Context: an optimization exercise on an open-source flow, tuned for small area, a short achievable clock period and few clock cycles per item. The choices shown serve that exercise and are no tape-out recipe. In this exercise RTL edits were held to simulation tests only and were not proved equivalent to the original. Power and IR drop assume default switching activity.

## flow/run.sh

```bash
#!/bin/bash
# synth_recipe.tcl (not shown) runs the flow's synth.tcl, then flattens the netlist and writes it again
# the make line also repeats each setting of config.mk as NAME=value (left out here)
make -C /OpenROAD-flow-scripts/flow DESIGN_CONFIG=/design/flow/config.mk WORK_HOME=/design/flow/orfs CLKGATE_MAP_FILE= SYNTH_SCRIPT=/design/flow/synth_recipe.tcl finish
```

## flow/design.v

```verilog
`default_nettype none
package msjd_pkg;
    localparam int CFG_W           = 7;
    localparam int ARR_W           = 32;
    localparam int DUR_W           = 32;
    localparam int TAG_W           = 20;
    localparam int SRV_W           = 6;
    localparam int TIME_W          = 48;
    localparam int MAX_SERVERS_DEF = 64;
    localparam int QUEUE_DEPTH     = 2;
    localparam logic [CFG_W-1:0]  CFG_RESET = 7'd64;
    localparam logic [TIME_W-1:0] TIME_MAX  = {TIME_W{1'b1}};
    typedef struct packed {
        logic [ARR_W-1:0] arrival_time;
        logic [DUR_W-1:0] duration;
        logic [TAG_W-1:0] job_tag;
    } t_in_item;
    typedef struct packed {
        logic [TAG_W-1:0]  job_tag_out;
        logic [SRV_W-1:0]  server;
        logic [TIME_W-1:0] start_time;
        logic [TIME_W-1:0] finish_time;
    } t_out_item;
    typedef struct packed {
        logic pop;
        logic clearing;
    } t_back_stat;
endpackage
`default_nettype wire
`default_nettype none
module msjd_lt_tree #(
    parameter int W = 48
) (
    input  wire logic [W-1:0] i_l,
    input  wire logic [W-1:0] i_e,
    output logic              o_l,
    output logic              o_e
);
    localparam int L = (W > 1) ? $clog2(W) : 1;
    localparam int P = 1 << L;
    logic [L:0][P-1:0] l;
    logic [L:0][P-1:0] e;
    for (genvar i = 0; i < P; i++) begin : g_bit
        if (i < W) begin : g_in
            assign l[0][i] = i_l[i];
            assign e[0][i] = i_e[i];
        end else begin : g_pad
            assign l[0][i] = 1'b0;
            assign e[0][i] = 1'b1;
        end
    end
    for (genvar k = 0; k < L; k++) begin : g_lvl
        for (genvar i = 0; i < (P >> (k + 1)); i++) begin : g_node
            assign l[k+1][i] = l[k][2*i+1] || (e[k][2*i+1] && l[k][2*i]);
            assign e[k+1][i] = l[k][2*i+1] || (e[k][2*i+1] && e[k][2*i]);
        end
        for (genvar i = (P >> (k + 1)); i < P; i++) begin : g_unused
            assign l[k+1][i] = 1'b0;
            assign e[k+1][i] = 1'b0;
        end
    end
    assign o_l = l[L][0];
    assign o_e = e[L][0];
endmodule
module msjd_cmp #(
    parameter int W = 48
) (
    input  wire logic [W-1:0] i_a,
    input  wire logic [W-1:0] i_b,
    input  wire logic         i_le,
    output logic              o_lt
);
    logic l;
    logic e;
    msjd_lt_tree #(.W(W)) u_tree (
        .i_l (~i_a & i_b),
        .i_e (~i_a | i_b),
        .o_l (l),
        .o_e (e)
    );
    assign o_lt = l || (i_le && e);
endmodule
module msjd_cmp3 #(
    parameter int W = 48
) (
    input  wire logic [W:0]   i_p,
    input  wire logic [W:0]   i_q,
    input  wire logic [W-1:0] i_y,
    input  wire logic         i_le,
    output logic              o_lt
);
    logic [W+1:0] p;
    logic [W+1:0] q;
    logic [W+1:0] ny;
    logic [W+1:0] t;
    logic [W+2:0] u;
    logic         l;
    logic         e;
    logic         c;
    assign p  = {1'b0, i_p};
    assign q  = {1'b0, i_q};
    assign ny = ~{2'b00, i_y};
    assign t  = p ^ q ^ ny;
    assign u  = {(p & q) | (p & ny) | (q & ny), 1'b0};
    msjd_lt_tree #(.W(W+2)) u_tree (
        .i_l (t & u[W+1:0]),
        .i_e (t | u[W+1:0]),
        .o_l (l),
        .o_e (e)
    );
    assign c    = l || (!i_le && e);
    assign o_lt = !(c ^ u[W+2]);
endmodule
`default_nettype wire
`default_nettype none
module msjd_ffs #(
    parameter int N = 64
) (
    input  wire logic [N-1:0] i_v,
    output logic [N-1:0]      o_oh,
    output logic              o_any
);
    localparam int L = $clog2(N);
    logic [L:0][N-1:0] pre;
    assign pre[0] = i_v;
    for (genvar k = 0; k < L; k++) begin : g_lvl
        for (genvar i = 0; i < N; i++) begin : g_bit
            if (i >= (1 << k)) begin : g_or
                assign pre[k+1][i] = pre[k][i] || pre[k][i-(1<<k)];
            end else begin : g_cp
                assign pre[k+1][i] = pre[k][i];
            end
        end
    end
    assign o_oh[0] = i_v[0];
    for (genvar i = 1; i < N; i++) begin : g_oh
        assign o_oh[i] = i_v[i] && !pre[L][i-1];
    end
    assign o_any = pre[L][N-1];
endmodule
module msjd_sel #(
    parameter int N = 8,
    parameter int W = 48
) (
    input  wire logic [N-1:0]        i_oh,
    input  wire logic [N-1:0][W-1:0] i_d,
    output logic [W-1:0]             o_q
);
    always_comb begin
        o_q = '0;
        for (int i = 0; i < N; i++)
            o_q = o_q | ({W{i_oh[i]}} & i_d[i]);
    end
endmodule
module msjd_add #(
    parameter int W = 48,
    parameter int D = 32
) (
    input  wire logic [W-1:0] i_a,
    input  wire logic [D-1:0] i_b,
    output logic [W-1:0]      o_s
);
    logic [W:0] s;
    assign s   = {1'b0, i_a} + {{(W+1-D){1'b0}}, i_b};
    assign o_s = s[W] ? {W{1'b1}} : s[W-1:0];
endmodule
`default_nettype wire
`default_nettype none
module multi_server_job_dispatch_unit #(
    parameter int MAX_SERVERS = msjd_pkg::MAX_SERVERS_DEF
) (
    input  wire logic                        i_clk,
    input  wire logic                        i_rst_n,
    input  wire logic                        i_in_valid,
    input  wire logic [msjd_pkg::ARR_W-1:0]  i_in_arrival,
    input  wire logic [msjd_pkg::DUR_W-1:0]  i_in_duration,
    input  wire logic [msjd_pkg::TAG_W-1:0]  i_in_tag,
    output logic                             o_in_stall,
    output logic                             o_out_valid,
    output logic [msjd_pkg::TAG_W-1:0]       o_out_tag,
    output logic [msjd_pkg::SRV_W-1:0]       o_out_server,
    output logic [msjd_pkg::TIME_W-1:0]      o_out_start,
    output logic [msjd_pkg::TIME_W-1:0]      o_out_finish,
    input  wire logic                        i_out_stall,
    input  wire logic                        i_cfg_valid,
    input  wire logic [msjd_pkg::CFG_W-1:0]  i_cfg_data,
    output logic                             o_cfg_ready
);
    localparam int NS = 64;
    localparam int GS = 8;
    localparam int NG = NS / GS;
    localparam int TW = msjd_pkg::TIME_W;
    localparam int AW = msjd_pkg::ARR_W;
    localparam int DW = msjd_pkg::DUR_W;
    logic [NS-1:0] r_act;
    logic [NS-1:0] cfg_act;
    logic          r_rb;         
    logic [NG-1:0] r_rb_row;     
    logic          r_rbw;        
    logic [NG-1:0] r_rbw_row;    
    assign o_cfg_ready = 1'b1;
    always_comb begin
        for (int i = 0; i < NS; i++)
            cfg_act[i] = (i == 0) || (7'(i) < i_cfg_data);
    end
    always_ff @(posedge i_clk) begin
        if (!i_rst_n) begin
            r_act     <= '1;
            r_rb      <= 1'b0;
            r_rb_row  <= '0;
            r_rbw     <= 1'b0;
            r_rbw_row <= '0;
        end else begin
            r_rbw     <= r_rb && !i_cfg_valid;
            r_rbw_row <= r_rb_row;
            if (i_cfg_valid) begin
                r_act    <= cfg_act;
                r_rb     <= 1'b1;
                r_rb_row <= NG'(1);
            end else if (r_rb) begin
                r_rb_row <= r_rb_row << 1;
                if (r_rb_row[NG-2]) r_rb <= 1'b0;
            end
        end
    end
    logic          j_valid;
    logic [AW-1:0] j_arr;
    logic [DW-1:0] j_dur;
    logic [AW:0]   j_ad;
    logic [msjd_pkg::TAG_W-1:0] j_tag;
    logic          fire_a;       
    logic          fire;         
    logic          r_pv;         
    logic          r_fv;         
    logic          r_fix;        
    logic          accept;
    assign fire_a     = j_valid && r_fv && !r_pv && !r_rb && !r_rbw;
    assign fire       = r_pv && (!o_out_valid || !i_out_stall);
    assign o_in_stall = j_valid && !fire_a;
    assign accept     = i_in_valid && !o_in_stall;
    always_ff @(posedge i_clk) begin
        if (!i_rst_n) begin
            r_pv    <= 1'b0;
            j_valid <= 1'b0;
            r_fv    <= 1'b0;
            r_fix   <= 1'b0;
        end else begin
            if (fire_a) begin
                r_pv <= 1'b1;
            end else if (fire) begin
                r_pv <= 1'b0;
            end
            if (accept) begin
                j_valid <= 1'b1;
            end else if (fire_a) begin
                j_valid <= 1'b0;
            end
            r_fv  <= j_valid && !fire_a;
            r_fix <= fire;
        end
    end
    always_ff @(posedge i_clk) begin
        if (accept) begin
            j_arr <= i_in_arrival;
            j_dur <= i_in_duration;
            j_ad  <= {1'b0, i_in_arrival} + {1'b0, i_in_duration};
            j_tag <= i_in_tag;
        end
    end
    logic [NS-1:0][TW-1:0]         busy;
    logic [NG-1:0][GS-1:0][GS-1:0] r_ord;
    logic [NG-1:0][NG-1:0]         r_gord;
    logic [NG-1:0][GS-1:0][GS-1:0] prec;
    logic [NG-1:0][NG-1:0]         gprec;
    always_comb begin
        for (int g = 0; g < NG; g++)
            for (int p = 0; p < GS; p++)
                for (int q = 0; q < GS; q++)
                    prec[g][p][q] = (p < q) ? r_ord[g][p][q]
                                  : (p > q) ? !r_ord[g][q][p] : 1'b1;
        for (int g = 0; g < NG; g++)
            for (int h = 0; h < NG; h++)
                gprec[g][h] = (g < h) ? r_gord[g][h]
                            : (g > h) ? !r_gord[h][g] : 1'b1;
    end
    logic [TW-1:0]         arr48;
    logic [NS-1:0]         free_le;
    logic [NS-1:0]         free;
    logic [NS-1:0]         ff_oh;
    logic                  found;
    logic [NG-1:0][GS-1:0] gm_oh;      
    logic [NG-1:0][GS-1:0] sm_oh;      
    logic [NG-1:0][TW-1:0] gv;
    logic [NG-1:0][TW-1:0] sv;
    logic [NG-1:0]         gval;
    logic [NG-1:0]         root_oh;
    logic [TW-1:0]         minval;
    logic [NS-1:0]         gm_flat;
    logic [NS-1:0]         min_oh;
    logic [NS-1:0]         c_oh;
    logic [NG-1:0]         cg_oh;
    logic [GS-1:0]         cp_oh;
    logic [GS-1:0]         cs_oh;      
    logic                  c_first;    
    logic [TW-1:0]         start;
    logic [TW-1:0]         fin;
    logic [TW:0]           sum;
    logic [5:0]            srv;
    logic [NS-1:0]         p_c_oh;
    logic [NG-1:0]         p_cg_oh;
    logic [GS-1:0]         p_cp_oh;
    logic                  p_found;
    logic [DW-1:0]         p_dur;
    logic [AW:0]           p_ad;
    logic [msjd_pkg::TAG_W-1:0] p_tag;
    logic [TW-1:0]         p_sb;       
    logic [TW-1:0]         sb_a;
    logic [TW-1:0]         sv_rt;
    logic [TW-1:0]         sv_ff;
    logic [TW-1:0]         gv_row;
    logic [NS-1:0]         free_raw;
    logic [NS-1:0]         r_free;
    logic                  fwd_free;
    logic [NG-1:0]         gfree;
    logic [NG-1:0]         ffg_oh;
    logic                  gfound;
    logic                  sat;
    logic [TW:0]           csa_p;
    logic [TW:0]           csa_q;
    logic [TW-1:0]         p_start;
    logic [GS-1:0][TW-1:0] gb;         
    logic [GS-1:0]         after;
    logic [GS-1:0]         cmp;        
    logic [NG-1:0]         gle;
    logic [NG-1:0]         acmp;       
    logic [NG-1:0]         bcmp;       
    logic                  fin_first;  
    logic [NG-1:0]         grow;       
    assign arr48 = {{(TW-AW){1'b0}}, j_arr};
    for (genvar i = 0; i < NS; i++) begin : g_free
        msjd_cmp #(.W(AW)) u_cmp (
            .i_a (busy[i][AW-1:0]), .i_b (j_arr), .i_le (1'b1), .o_lt (free_le[i]));
    end
    always_comb begin
        for (int i = 0; i < NS; i++)
            free_raw[i] = (busy[i][TW-1:AW] == '0) && free_le[i];
    end
    always_ff @(posedge i_clk) begin
        r_free <= free_raw;
    end
    msjd_cmp #(.W(TW)) u_fwd (
        .i_a (o_out_finish), .i_b (arr48), .i_le (1'b1), .o_lt (fwd_free));
    always_comb begin
        for (int i = 0; i < NS; i++)
            free[i] = r_act[i] && ((r_fix && p_c_oh[i]) ? fwd_free : r_free[i]);
        for (int g = 0; g < NG; g++)
            gfree[g] = |free[g*GS +: GS];
    end
    msjd_ffs #(.N(NG)) u_ffg (.i_v (gfree), .o_oh (ffg_oh), .o_any (gfound));
    msjd_ffs #(.N(NS)) u_ffs (.i_v (free), .o_oh (ff_oh), .o_any (found));
    always_comb begin
        for (int g = 0; g < NG; g++) begin
            gval[g] = r_act[g*GS];
            for (int p = 0; p < GS; p++) begin
                gm_oh[g][p] = r_act[g*GS+p];
                for (int q = 0; q < GS; q++)
                    if (q != p && r_act[g*GS+q] && !prec[g][p][q]) gm_oh[g][p] = 1'b0;
            end
            for (int p = 0; p < GS; p++) begin
                sm_oh[g][p] = r_act[g*GS+p] && !gm_oh[g][p];
                for (int q = 0; q < GS; q++)
                    if (q != p && r_act[g*GS+q] && !gm_oh[g][q] && !prec[g][p][q])
                        sm_oh[g][p] = 1'b0;
            end
            for (int p = 0; p < GS; p++) gm_flat[g*GS+p] = gm_oh[g][p];
        end
    end
    for (genvar g = 0; g < NG; g++) begin : g_gv
        msjd_sel #(.N(GS), .W(TW)) u_gv (
            .i_oh (gm_oh[g]), .i_d (busy[g*GS +: GS]), .o_q (gv[g]));
        msjd_sel #(.N(GS), .W(TW)) u_sv (
            .i_oh (sm_oh[g]), .i_d (busy[g*GS +: GS]), .o_q (sv[g]));
    end
    always_comb begin
        for (int g = 0; g < NG; g++) begin
            root_oh[g] = gval[g];
            for (int h = 0; h < NG; h++)
                if (h != g && gval[h] && !gprec[g][h]) root_oh[g] = 1'b0;
        end
        for (int g = 0; g < NG; g++)
            for (int p = 0; p < GS; p++)
                min_oh[g*GS+p] = root_oh[g] && gm_oh[g][p];
    end
    msjd_sel #(.N(NG), .W(TW)) u_minval (.i_oh (root_oh), .i_d (gv), .o_q (minval));
    msjd_sel #(.N(NG), .W(TW)) u_sv_rt (.i_oh (root_oh), .i_d (sv), .o_q (sv_rt));
    msjd_sel #(.N(NG), .W(TW)) u_sv_ff (.i_oh (ffg_oh), .i_d (sv), .o_q (sv_ff));
    msjd_sel #(.N(NG), .W(TW)) u_gv_row (.i_oh (r_rb_row), .i_d (gv), .o_q (gv_row));
    always_comb begin
        c_oh    = found ? ff_oh : min_oh;
        start   = found ? arr48 : minval;
        cg_oh = found ? ffg_oh : root_oh;
        sb_a  = found ? sv_ff : sv_rt;
        for (int p = 0; p < GS; p++) begin
            cp_oh[p] = 1'b0;
            for (int g = 0; g < NG; g++)
                cp_oh[p] = cp_oh[p] | (found ? ff_oh[g*GS+p] : min_oh[g*GS+p]);
        end
    end
    always_ff @(posedge i_clk) begin
        if (fire_a) begin
            p_sb <= sb_a;
        end else if (r_rb) begin
            p_sb <= gv_row;
        end
    end
    always_ff @(posedge i_clk) begin
        if (fire_a) begin
            p_c_oh  <= c_oh;
            p_cg_oh <= cg_oh;
            p_cp_oh <= cp_oh;
            p_found <= found;
            p_start <= start;
            p_dur   <= j_dur;
            p_ad    <= j_ad;
            p_tag   <= j_tag;
        end
    end
    logic [TW-1:0] sum_sat;
    msjd_add #(.W(TW), .D(DW)) u_add (.i_a (p_start), .i_b (p_dur), .o_s (sum_sat));
    assign sum = {1'b0, sum_sat};
    always_comb begin
        for (int b = 0; b < 6; b++) begin
            srv[b] = 1'b0;
            for (int i = 0; i < NS; i++)
                if (((i >> b) & 1) != 0) srv[b] = srv[b] | p_c_oh[i];
        end
    end
    always_comb begin
        fin   = p_found ? {{(TW-AW-1){1'b0}}, p_ad} : sum[TW-1:0];
        csa_p = {1'b0, p_start ^ {{(TW-DW){1'b0}}, p_dur}};
        csa_q = {{(TW-DW){1'b0}}, p_start[DW-1:0] & p_dur, 1'b0};
        c_first = |(p_c_oh & gm_flat);
        for (int p = 0; p < GS; p++) begin
            cs_oh[p] = 1'b0;
            for (int g = 0; g < NG; g++) cs_oh[p] = cs_oh[p] | (p_cg_oh[g] & sm_oh[g][p]);
        end
    end
    logic [GS-1:0][NG-1:0][TW-1:0] gcol;
    for (genvar r = 0; r < GS; r++) begin : g_gb
        for (genvar g = 0; g < NG; g++) begin : g_col
            assign gcol[r][g] = busy[g*GS+r];
        end
        msjd_sel #(.N(NG), .W(TW)) u_gb (.i_oh (p_cg_oh), .i_d (gcol[r]), .o_q (gb[r]));
    end
    always_comb begin
        for (int r = 0; r < GS; r++) begin
            after[r] = 1'b0;
            for (int p = 0; p < r; p++) after[r] = after[r] | p_cp_oh[p];
        end
    end
    logic nsat;
    msjd_cmp3 #(.W(TW)) u_sat (
        .i_p (csa_p), .i_q (csa_q), .i_y ({TW{1'b1}}), .i_le (1'b1), .o_lt (nsat));
    assign sat = !nsat;
    for (genvar r = 0; r < GS; r++) begin : g_upd
        logic lt;
        msjd_cmp3 #(.W(TW)) u_cmp (
            .i_p (csa_p), .i_q (csa_q), .i_y (gb[r]), .i_le (after[r]), .o_lt (lt));
        assign cmp[r] = lt || (after[r] && sat && (&gb[r]));
    end
    always_comb begin
        for (int h = 0; h < NG; h++) begin
            gle[h] = 1'b0;
            for (int g = 0; g < h; g++) gle[h] = gle[h] | (r_rbw ? r_rbw_row[g] : p_cg_oh[g]);
        end
    end
    for (genvar h = 0; h < NG; h++) begin : g_gcmp
        logic lt;
        msjd_cmp3 #(.W(TW)) u_acmp (
            .i_p (csa_p), .i_q (csa_q), .i_y (gv[h]), .i_le (gle[h]), .o_lt (lt));
        assign acmp[h] = lt || (gle[h] && sat && (&gv[h]));
        msjd_cmp #(.W(TW)) u_bcmp (
            .i_a (p_sb), .i_b (gv[h]), .i_le (gle[h]), .o_lt (bcmp[h]));
    end
    always_comb begin
        fin_first = !(|cs_oh) || |(cs_oh & cmp);
        for (int h = 0; h < NG; h++)
            grow[h] = fin_first ? acmp[h] : bcmp[h];
    end
    logic [TW-1:0] wdata;
    assign wdata = i_rst_n ? fin : '0;
    for (genvar i = 0; i < NS; i++) begin : g_busy
        always_ff @(posedge i_clk) begin
            if (!i_rst_n || (fire && p_c_oh[i])) busy[i] <= wdata;
        end
    end
    for (genvar g = 0; g < NG; g++) begin : g_grp
        for (genvar p = 0; p < GS; p++) begin : g_p
            for (genvar q = p + 1; q < GS; q++) begin : g_q
                always_ff @(posedge i_clk) begin
                    if (!i_rst_n) begin
                        r_ord[g][p][q] <= 1'b1;
                    end else if (fire && p_c_oh[g*GS+p]) begin
                        r_ord[g][p][q] <= cmp[q];
                    end else if (fire && p_c_oh[g*GS+q]) begin
                        r_ord[g][p][q] <= !cmp[p];
                    end
                end
            end
        end
        for (genvar h = g + 1; h < NG; h++) begin : g_h
            always_ff @(posedge i_clk) begin
                if (!i_rst_n) begin
                    r_gord[g][h] <= 1'b1;
                end else if (r_rbw) begin
                    if (r_rbw_row[g]) r_gord[g][h] <= bcmp[h];
                end else if (fire && c_first && p_cg_oh[g]) begin
                    r_gord[g][h] <= grow[h];
                end else if (fire && c_first && p_cg_oh[h]) begin
                    r_gord[g][h] <= !grow[g];
                end
            end
        end
    end
    always_ff @(posedge i_clk) begin
        if (!i_rst_n) begin
            o_out_valid <= 1'b0;
        end else if (fire) begin
            o_out_valid <= 1'b1;
        end else if (!i_out_stall) begin
            o_out_valid <= 1'b0;
        end
    end
    always_ff @(posedge i_clk) begin
        if (fire) begin
            o_out_tag    <= p_tag;
            o_out_server <= srv;
            o_out_start  <= p_start;
            o_out_finish <= fin;
        end
    end
endmodule
`default_nettype wire
```

## flow/config.mk

```make
export PLATFORM = sky130hd
export DESIGN_NAME = multi_server_job_dispatch_unit
export DESIGN_NICKNAME = multi_server_job_dispatch_unit
export VERILOG_FILES = /design/flow/design.v
export SDC_FILE = /design/flow/constraint.sdc
export NUM_CORES = 4
export LEC_CHECK = 0
export CAP_MARGIN = 20
export CORE_MARGIN = 2
export CORE_UTILIZATION = 40
export SLEW_MARGIN = 20
export SYNTH_HIERARCHICAL = 1
```

## flow/constraint.sdc

```tcl
create_clock -name core_clock -period 6.5 [get_ports {i_clk}]
set_input_delay 1.3000 -clock core_clock [delete_from_list [all_inputs] [get_ports {i_clk}]]
set_output_delay 1.3000 -clock core_clock [all_outputs]
set_load 0.01 [all_outputs]
```

==> notes.md, run 1 <==
PortBufs 219; overall global routing resource usage 70.8%; I/O pins 221; Hold Buf Count CTS 0; Mapped Cells 31,900; first-pass GRT wire length 3,610,000 um; Die W 882 um; Syn Area/Cell 9.66 um^2; Final HPWL DP 2,130,000 um; Error [ERROR GRT-0116] Global routing finished with congestion. Check the congestion regions in the DRC Viewer.; pin count of the biggest net entering global routing 130; CTS H-Tree Depth 5; Setup WS pre-CTS -1.08 ns; total grt overflow 15; num rows 322; last stage reached 5_1_grt; Final Wtd Congestion 1.28; Post-Syn Area 308,000 um^2; outcome aborted with a tool error; vias in the first global route 344,000; Root Buffer Master clkbuf_16; Synth Warn # 8; die height 882 um; clock sink count 3,973; Inserted Clock Buffers 483; CTS Buffer Depth 4; initial core utilization 40.1%
[layer usage]
metal / GRT usage (%) / GRT overflow
met1: 72.2 / 0
met2: 84.8 / 5
met3: 56.9 / 1
met4: 69.7 / 9
met5: 26.9 / 0
[through the flow]
step / instances / setup TNS [ns] / power [mW] / instance area, um^2 / utilization (%)
global placement: 45600 / -257.60 / 60.0 / 357000 / 46.5
floorplan: 32400 / 0 / 42.4 / 310000 / -
CTS: 46500 / 0 / 89.1 / 374000 / 48.7
detailed placement: 45600 / -110.21 / 60.3 / 357000 / 46.5
[repair_timing]
| action | CTS |
|---|---|
| gates resized for setup | 96 |
| pin swaps | 34 |
| setup endpoints to repair | 384 |
| buffers inserted | 40 |
| hold endpoints to repair | 0 |
[power groups by stage]
stage / clock network (mW) / registers (mW) / logic (mW)
2_1_floorplan: 0 / 31.4 / 11.1
3_3_place_gp: 0 / 32.4 / 27.6
3_5_place_dp: 0 / 32.4 / 27.9
4_1_cts: 29.1 / 31.9 / 28.1
[worst max-delay path by stage]
stage,startpoint,to,cells past startpoint
after detailed placement,r_act[34],gprec[38],27
after floorplan,j_arr[13],p_cp_oh[4],26
after global placement,r_act[37],gprec[39],27
after CTS,j_arr[23],p_sb[22],23
Testbench counts, summed over its fixed seeds: cycles 29,040, jobs 14,400.
==> run 2: changes to the inputs <==
--- a/flow/config.mk
+++ b/flow/config.mk
@@ -7,6 +7,6 @@
 export LEC_CHECK = 0
 export CAP_MARGIN = 20
 export CORE_MARGIN = 2
-export CORE_UTILIZATION = 40
+export CORE_UTILIZATION = 50
 export SLEW_MARGIN = 20
 export SYNTH_HIERARCHICAL = 1
==> notes.md, run 2 <==
clock sink count 3,973; I/O pins 221; total grt overflow 237; CTS H-Tree Depth 5; Root Buffer Master clkbuf_16; placed cell area 342,000 um^2; Error [ERROR GRT-0116] Global routing finished with congestion. Check the congestion regions in the DRC Viewer.; CTS Buffer Depth 4; PortBufs 219; pin count of the biggest net entering global routing 130; die height 789 um; first-pass GRT wire length 3,380,000 um; Placed Instances 42,200; num rows 288; Inserted Clock Buffers 458; Hold Buf Count CTS 0; vias in the first global route 346,000; Syn Area/Cell 9.66 um^2; overall global routing resource usage 79.5%; outcome aborted with a tool error; Die W 789 um; Setup WS pre-CTS -1.11 ns; Final Wtd Congestion 1.33; Final HPWL DP 1,830,000 um; Synth Warn # 8; Mapped Cells 31,900; initial core utilization 50.1%; Post-Syn Area 308,000 um^2; last stage reached 5_1_grt
[run 2: worst max path at each step]
stage,from,to,slack (ns),cells past startpoint
floorplan,j_arr[13],p_cp_oh[4],0.03,26
global placement,j_arr[19],p_cg_oh[1],-1.49,22
detailed placement,j_arr[19],p_cg_oh[1],-1.11,22
CTS,p_dur[19],gprec[12],0.002,24
[run 2: routing by layer]
layer	track usage (%)	overflow
met1	81.6	3
met2	89.6	105
met3	71.1	16
met4	73.3	110
met5	47.0	3
[run 2: power groups by stage]
stage / registers (mW) / clock network, mW / logic, mW
CTS: 31.9 / 28.2 / 24.8
detailed placement: 32.4 / 0 / 24.6
global placement: 32.4 / 0 / 24.1
floorplan: 31.4 / 0 / 11.1
[run 2: timing repair]
action / in CTS
gates cloned: 7
setup endpoints to repair: 260
buffers inserted: 32
pin swaps: 21
hold endpoints to repair: 0
gates resized for setup: 80
